From an optimization exercise on the open Yosys and OpenROAD flow, aimed at small area; shortcuts taken in it are not production practice.
Only simulation tests tie the RTL to the original design; equivalence was not proved.
The flow treats the clock pin as an ideal source, which a real chip does not have.
Power and IR drop assume default switching activity.

==> job 4195: inputs <==
==> flow/design.v (excerpt) <==
module game_core #(
  parameter int n_pipes     = geom_pkg::max_pipes,
  parameter int n_goodies   = geom_pkg::max_goodies,
  parameter int move_period = 1000,
  parameter int win_score   = game_pkg::default_win_score
) (
  input  logic        slower_clk,
  input  logic        reset,
  input  logic        btn_up,
  input  logic        btn_down,
  input  logic        btn_left,
  input  logic        btn_right,
  input  logic        start,
  output logic [10:0] player_x,
  output logic [9:0]  player_y,
  output logic [3:0]  score,
  output logic        collided,
  output logic [1:0]  state
);
  logic        play, init, tick, hit0, hitl, mv_l, mv_r;
  logic [9:1]  pstep;
  logic [2:0]  t8;
  logic [6:0]  kx;
  logic [7:0]  ky;
  logic [8:0]  gov;
  logic [98:0] pxs;
  assign player_x = {2'b00, kx, 2'b00};
  assign player_y = {ky, 2'b10};
  gc_player u_player (
    .clk(slower_clk), .init, .play, .btn_up, .btn_down, .btn_left, .btn_right, .kx, .ky, .mv_l, .mv_r
  );
  gc_rate u_rate (.clk(slower_clk), .init, .r8(t8), .tick, .pstep);
  logic [4:0] ha;
  logic [7:0] la;
  gc_cnt #(.HN(20), .HW(5)) u_cnt_a (.clk(slower_clk), .init, .step(tick & pstep[1]), .h(ha), .l(la));
  logic [3:0] hb;
  logic [7:0] lb;
  gc_cnt #(.HN(10), .HW(4)) u_cnt_b (.clk(slower_clk), .init, .step(tick & pstep[2]), .h(hb), .l(lb));
  logic [3:0] hc;
  logic [7:0] lc;
  gc_cnt #(.HN(10), .HW(4)) u_cnt_c (.clk(slower_clk), .init, .step(tick & pstep[4]), .h(hc), .l(lc));
  logic [2:0] h6, h8;
  logic [7:0] l6, l8;
  gc_cnt #(.HN(5), .HW(3)) u_cnt_6 (.clk(slower_clk), .init, .step(tick & pstep[6]), .h(h6), .l(l6));
  gc_cnt #(.HN(5), .HW(3)) u_cnt_8 (.clk(slower_clk), .init, .step(tick & pstep[8]), .h(h8), .l(l8));
  logic moved;
  always_ff @(posedge slower_clk) begin
    if (init) moved <= 1'b0;
    else      moved <= moved | (tick & pstep[9]);
  end
  function automatic logic [2:0] mod5(logic [4:0] v);
    logic [4:0] r;
    r = v;
  ...
==> module gc_rel, before the edit <==
module gc_rel (
  input  logic       clk, init, tick,
  input  logic       mv_l, mv_r,      
  input  logic [6:0] kx,
  input  logic [7:0] ky,
  output logic [8:0] gov,
  output logic       hit0,
  output logic [2:0] t8       
);
  logic [3:0] qj, qj_n;
  logic [4:0] qa, qa_n;
  logic [1:0] qb, qb_n;
  always_comb begin
    logic [11:0] s12;
    logic [5:0]  s;     
    logic        cb, dec, neg, over, top, bot;
    cb   = tick & qb[1] & qb[0];
    qb_n = {qb[1] ^ (tick & qb[0]), qb[0] ^ tick};
    dec  = mv_l & ~cb;
    s12  = gc_fn::add12c({7'd0, qa}, {{10{dec}}, dec | (mv_r & cb), dec | (~mv_l & (mv_r ^ cb))}, 1'b0);
    s    = s12[5:0];
    top  = (qj == 4'd12);
    bot  = (qj == 4'd0);
    neg  = s[5];
    over = ~neg & (top ? gc_fn::ge12({6'd0, s}, 12'd20) : gc_fn::ge12({6'd0, s}, 12'd25));
    qj_n = qj;
    qa_n = s[4:0];
    if (over) begin
      qa_n = top ? 5'(s - 6'd20) : 5'(s - 6'd25);
      qj_n = top ? 4'd0 : qj + 4'd1;
    end else if (neg) begin
      qa_n = bot ? 5'd19 : 5'd24;
      qj_n = bot ? 4'd12 : qj - 4'd1;
    end
  end
  always_ff @(posedge clk) begin
    if (init) begin
      qj <= 4'd1;
      qa <= 5'd0;
      qb <= 2'd0;
    end else begin
      qj <= qj_n;
      qa <= qa_n;
      qb <= qb_n;
    end
  end
  logic [6:0] qr;     
  assign qr = {qa, qb};
  assign t8 = {qj[0] ^ qa[0] ^ kx[0], qb};
  function automatic int GY(int j);
    case (j)
      0: GY = 200; 1: GY = 300; 2: GY = 400; 3: GY = 380; 4: GY = 560;
      5: GY = 490; 6: GY = 637; 7: GY = 555; default: GY = 710;
    endcase
  endfunction
  logic [11:0] py;
  assign py = {2'b00, ky, 2'b10};
  logic rlo, rhi;
  assign rlo = gc_fn::ge12({5'd0, qr}, 12'd4);
  always_comb begin
    case (kx)
      7'd0:    rhi = gc_fn::le12({5'd0, qr}, 12'd50);
      7'd1:    rhi = gc_fn::le12({5'd0, qr}, 12'd54);
      7'd2:    rhi = gc_fn::le12({5'd0, qr}, 12'd58);
      7'd3:    rhi = gc_fn::le12({5'd0, qr}, 12'd62);
      7'd4:    rhi = gc_fn::le12({5'd0, qr}, 12'd66);
      default: rhi = gc_fn::le12({5'd0, qr}, 12'd69);
    endcase
  end
  always_comb begin
    for (int j = 0; j < 9; j++) begin
      gov[j] = gc_fn::win12(py, 12'(GY(j) - 31), 12'(GY(j) + 19)) &
               (qj == 4'(3 + j)) & rlo & rhi;
    end
  end
  assign hit0 = gc_fn::win12(py, 12'd169, 12'd229) &
                (((qj == 4'd3) & gc_fn::ge12({5'd0, qr}, 12'd54)) |
                 ((qj == 4'd4) & gc_fn::le12({5'd0, qr}, {3'b000, kx, 2'b00})));
endmodule
==> flow/config.mk <==
export PLATFORM = sky130hd
export DESIGN_NAME = game_core
export DESIGN_NICKNAME = game_core
export VERILOG_FILES = /design/flow/design.v
export SDC_FILE = /design/flow/constraint.sdc
export NUM_CORES = 4
export LEC_CHECK = 0
export CAP_MARGIN = 20
export CORE_MARGIN = 2
export CORE_UTILIZATION = 70
export SLEW_MARGIN = 20
==> flow/constraint.sdc <==
create_clock -name core_clock -period 10.0 [get_ports {slower_clk}]
set_input_delay 2.0000 -clock core_clock [delete_from_list [all_inputs] [get_ports {slower_clk}]]
set_output_delay 2.0000 -clock core_clock [all_outputs]
set_load 0.01 [all_outputs]
standard.sh (not shown) runs the stock make flow with config.mk's settings and CLKGATE_MAP_FILE= SYNTH_SCRIPT=/design/flow/synth_recipe.tcl, a recipe that flattens the netlist after the stock synthesis.
==> flow/flow/run.sh <==
#!/bin/bash
# Own layout flow: the standard flow, with
#  - synthesis mapped by ABC with an area script (SAT-based deep synthesis,
#    then area mapping) and no separate full/half adder extraction; the
#    registers (names, count, cells) are checked against the standard
#    synthesis, and the standard synthesis is used if they differ;
#  - clock tree synthesis without dummy loads, with small clock buffers, of
#    which flow/post_cts.tcl then upsizes those whose output slew is high;
#  - the port buffers (every input and output still gets one) made with the
#    smallest buffer cell.
# Each step's full output goes to a log file in the work folder.
set -euo pipefail
W=$(pwd)
RES=$W/orfs/results/$FLOW_PLATFORM/game_core/base
regs() { grep -oE '^ *sky130_fd_sc_hd__[a-z0-9_]*df[a-z0-9_]* +[^ ]+' "$1" | sed 's/_[0-9]* / /' | awk '{print $1, $2}' | sort; }

# Reference: the standard (hierarchical) synthesis, in its own folder
bash standard.sh WORK_HOME="$W/ref" SYNTH_HIERARCHICAL=1 synth > "$W/ref_synth.log" 2>&1
regs "$W/ref/results/$FLOW_PLATFORM/game_core/base/1_2_yosys.v" > "$W/regs_ref.txt"

sed "s|@ABC@|$W/flow/area.abc|" flow/synth.tcl.in > "$W/own_synth.tcl"
bash standard.sh SYNTH_SCRIPT="$W/own_synth.tcl" ADDER_MAP_FILE= synth > "$W/own_synth.log" 2>&1
regs "$RES/1_2_yosys.v" > "$W/regs_own.txt"
if ! cmp -s "$W/regs_ref.txt" "$W/regs_own.txt" || [[ ! -s "$W/regs_ref.txt" ]]; then
  echo "own synthesis registers differ from the standard synthesis; using the standard synthesis" | tee "$W/own_synth_fallback.txt"
  rm -rf "$W/orfs"
  bash standard.sh synth > "$W/std_synth.log" 2>&1
fi

bash standard.sh \
  "CTS_ARGS=-sink_clustering_enable -repair_clock_nets -dont_use_dummy_load -buf_list sky130_fd_sc_hd__clkbuf_4 -root_buf sky130_fd_sc_hd__clkbuf_8" \
  "POST_CTS_TCL=$W/flow/post_cts.tcl" \
  "BUFFER_PORTS_ARGS=-buffer_cell sky130_fd_sc_hd__buf_1" \
  finish > "$W/own_layout.log" 2>&1
==> flow/flow/area.abc <==
strash
&get -n
&deepsyn -T 120
&put
dch -f
amap
strash
&get -n
&deepsyn -T 120
&put
dch -f
amap
==> flow/flow/post_cts.tcl <==
estimate_parasitics -placement
for {set pass 0} {$pass < 3} {incr pass} {
  set changed 0
  foreach inst [[ord::get_db_block] getInsts] {
    set m [[$inst getMaster] getName]
    if {![string match "sky130_fd_sc_hd__clkbuf_*" $m]} { continue }
    set slew [get_property [get_pins [$inst getName]/X] slew_max_rise]
    set slewf [get_property [get_pins [$inst getName]/X] slew_max_fall]
    if {$slewf > $slew} { set slew $slewf }
    if {$slew > 0.100} {
      set up ""
      if {$m eq "sky130_fd_sc_hd__clkbuf_4"} { set up sky130_fd_sc_hd__clkbuf_8 }
      if {$m eq "sky130_fd_sc_hd__clkbuf_8"} { set up sky130_fd_sc_hd__clkbuf_16 }
      if {$up ne ""} {
        replace_cell [$inst getName] $up
        incr changed
      }
    }
  }
  puts "post_cts: pass $pass upsized $changed clock buffers"
  if {!$changed} { break }
  estimate_parasitics -placement
}
detailed_placement
check_placement -verbose
estimate_parasitics -placement
Other scripts of this flow, unchanged in this note and not shown: flow/flow/synth.tcl.in
==> job 7957: changes against job 4195 <==
--- a/flow/flow/run.sh
+++ b/flow/flow/run.sh
@@ -4,8 +4,7 @@
 #    then area mapping) and no separate full/half adder extraction; the
 #    registers (names, count, cells) are checked against the standard
 #    synthesis, and the standard synthesis is used if they differ;
-#  - clock tree synthesis without dummy loads, with small clock buffers, of
-#    which flow/post_cts.tcl then upsizes those whose output slew is high;
+#  - clock tree synthesis without dummy loads and with clkbuf_8 buffers;
 #  - the port buffers (every input and output still gets one) made with the
 #    smallest buffer cell.
 # Each step's full output goes to a log file in the work folder.
@@ -28,7 +27,6 @@
 fi
 
 bash standard.sh \
-  "CTS_ARGS=-sink_clustering_enable -repair_clock_nets -dont_use_dummy_load -buf_list sky130_fd_sc_hd__clkbuf_4 -root_buf sky130_fd_sc_hd__clkbuf_8" \
-  "POST_CTS_TCL=$W/flow/post_cts.tcl" \
+  "CTS_ARGS=-sink_clustering_enable -repair_clock_nets -dont_use_dummy_load -buf_list sky130_fd_sc_hd__clkbuf_8" \
   "BUFFER_PORTS_ARGS=-buffer_cell sky130_fd_sc_hd__buf_1" \
   finish > "$W/own_layout.log" 2>&1
removed: flow/flow/post_cts.tcl
==> job 597: changes against job 4195 <==
--- a/flow/design.v
+++ b/flow/design.v
@@ -254,9 +254,6 @@
   assign rlo = gc_fn::ge12({5'd0, qr}, 12'd4);
   always_comb begin
     case (kx)
-      7'd0:    rhi = gc_fn::le12({5'd0, qr}, 12'd50);
-      7'd1:    rhi = gc_fn::le12({5'd0, qr}, 12'd54);
-      7'd2:    rhi = gc_fn::le12({5'd0, qr}, 12'd58);
       7'd3:    rhi = gc_fn::le12({5'd0, qr}, 12'd62);
       7'd4:    rhi = gc_fn::le12({5'd0, qr}, 12'd66);
       default: rhi = gc_fn::le12({5'd0, qr}, 12'd69);
==> flow/flow/area.abc (replaced) <==
strash
&get -n
&deepsyn -T 120
&put
dch -f
amap
strash
&get -n
&deepsyn -T 120
&put
dch -f
amap
strash
&get -n
&deepsyn -T 120
&put
dch -f
amap
strash
&get -n
&deepsyn -T 120
&put
dch -f
amap
==> job 6889: changes against job 4195 <==
==> flow/flow/area.abc (replaced) <==
strash
&get -n
&deepsyn -T 120
&put
dch -f
amap
strash
&get -n
&deepsyn -T 120
&put
dch -f
amap
strash
&get -n
&deepsyn -T 120
&put
dch -f
amap
strash
&get -n
&deepsyn -T 120
&put
dch -f
amap
==> run_results.csv <==
group,metric,value,unit
synth,syn_area_per_cell,6.85,um2
route,wl_met2,8860,um
timing,period_needed,6.74,ns
die,dieArea,10400,um2
worst_setup_path,cp.required,10.27,ns
power_and_ir_drop,total_power,0.817,mW
power_and_ir_drop,pwr-share-seq,57.9,%
route,vias,7315,
worst_setup_path,crit_slowest_cell,"nor3_1",
hold_path,min_to,"u_rate.base[1]",
status,outcome,"timing/DRC/antenna clean",
synth,synth_area_leaders,"dfxtp_1 35%, nor2_1 11%, clkinv_1 7.3%",
the above is filed under job 7957

==> run_results.csv <==
group,metric,value,unit
route,drt_first_pass_iters,8,
power_and_ir_drop,p_int,0.593,mW
power_and_ir_drop,total_power,0.783,mW
worst_setup_path,crit_slowest_cell,"or4b_1",
die,dieArea,10400,um2
route,wl_met2,8610,um
timing,tns,0,ns
route,wl_met3,1680,um
route,vias,7423,
synth,synth_area_leaders,"dfxtp_1 35%, nor2_1 11%, clkinv_1 8.3%",
power_and_ir_drop,pwr-share-clk,36.0,%
status,outcome,"timing/DRC/antenna clean",
worst_setup_path,cp.required,10.28,ns
hold_path,min_to,"u_rate.base[3]",
the above is filed under job 6889

==> run_results.csv <==
group,metric,value,unit
timing,period_needed,6.60,ns
cells_and_area,multi_input_area,3810,um2
synth,syn_area_per_cell,6.86,um2
route,vias,7452,
clock_network,insertion_delay,0.37,ns
die,dieArea,10400,um2
status,outcome,"timing/DRC/antenna clean",
cells_and_area,clock_buffers,17,
route,viasPerCell,6.44,
synth,synth_area_leaders,"dfxtp_1 35%, nor2_1 11%, clkinv_1 7.7%",
worst_setup_path,crit_type,"register to register",
power_and_ir_drop,total_power,0.754,mW
route,wl_met2,8470,um
power_and_ir_drop,pwr-share-seq,62.7,%
worst_setup_path,crit_slowest_cell,"dfxtp_1",
worst_setup_path,crit_path_start_kind,"register",
route,drt-total-wl,19400,um
hold_path,min_to,"u_rate.base[1]",
die,core,9280,um2
placed_design,post-dp-hpwl,14600,um
worst_setup_path,cp.required,10.29,ns
the above is filed under job 4195

==> run_results.csv <==
group,metric,value,unit
status,outcome,"timing/DRC/antenna clean",
timing,period_needed,6.73,ns
hold_path,hp-start,"u_rate.base[8]",
worst_setup_path,cp.required,10.29,ns
route,wl_met2,8250,um
cells_and_area,seq_share,32.9,%
route,vias,7460,
cells_and_area,regMostFlops,"u_rate.base",
synth,synth_compound_area_share,31.4,%
synth,synth_area_leaders,"dfxtp_1 35%, nor2_1 10%, clkinv_1 7.9%",
worst_setup_path,crit_slowest_cell,"a21oi_1",
cells_and_area,largestClassByArea,"multi-input combinational cells",
die,dieArea,10400,um2
power_and_ir_drop,total_power,0.759,mW
power_and_ir_drop,p_int,0.584,mW
route,drt_iter0_drc,805,
timing,max-slew-margin-rel,35.0,%
placed_design,post_dp_cell_area,7030,um2
power_and_ir_drop,pwr-share-seq,62.3,%
timing,fin_crit_sh,67.3,%
hold_path,min_to,"u_rate.base[9]",
the above is filed under job 597

-- what the ideal ports hide --
No port has a modelled driver above. Below, the same layouts with a new extraction and two added sets of constraints.
Step 1 sets driving cells, clkbuf_16 on the clock port and buf_2 on the other inputs (assumed; they add their load-dependent delay and slew).
Step 2 moves the port delays by t, midway between the first and last clock arrival at a register: inputs arrive t later, outputs are due t later. That takes back most of the time a late clock gives input paths.
Slacks: ideal / step 1 / step 2; pairs: ideal / step 1.
run | t, ns | slack for setup (ns) | hold WS [ns] | worst register clock-pin slew, ns | pins driven straight from the clock port
job 4195 | 0.393 | 3.397 / 3.397 / 3.397 | 0.449 / 0.449 / 0.449 | 0.10 / 0.10 | 1
job 7957 | 0.466 | 3.264 / 3.264 / 3.264 | 0.417 / 0.417 / 0.417 | 0.09 / 0.09 | 1
job 597 | 0.394 | 3.269 / 3.269 / 3.269 | 0.427 / 0.427 / 0.427 | 0.09 / 0.09 | 1
job 6889 | 0.391 | 3.636 / 3.636 / 3.636 | 0.404 / 0.404 / 0.404 | 0.10 / 0.10 | 1
After both steps setup and hold are still met in every run listed.
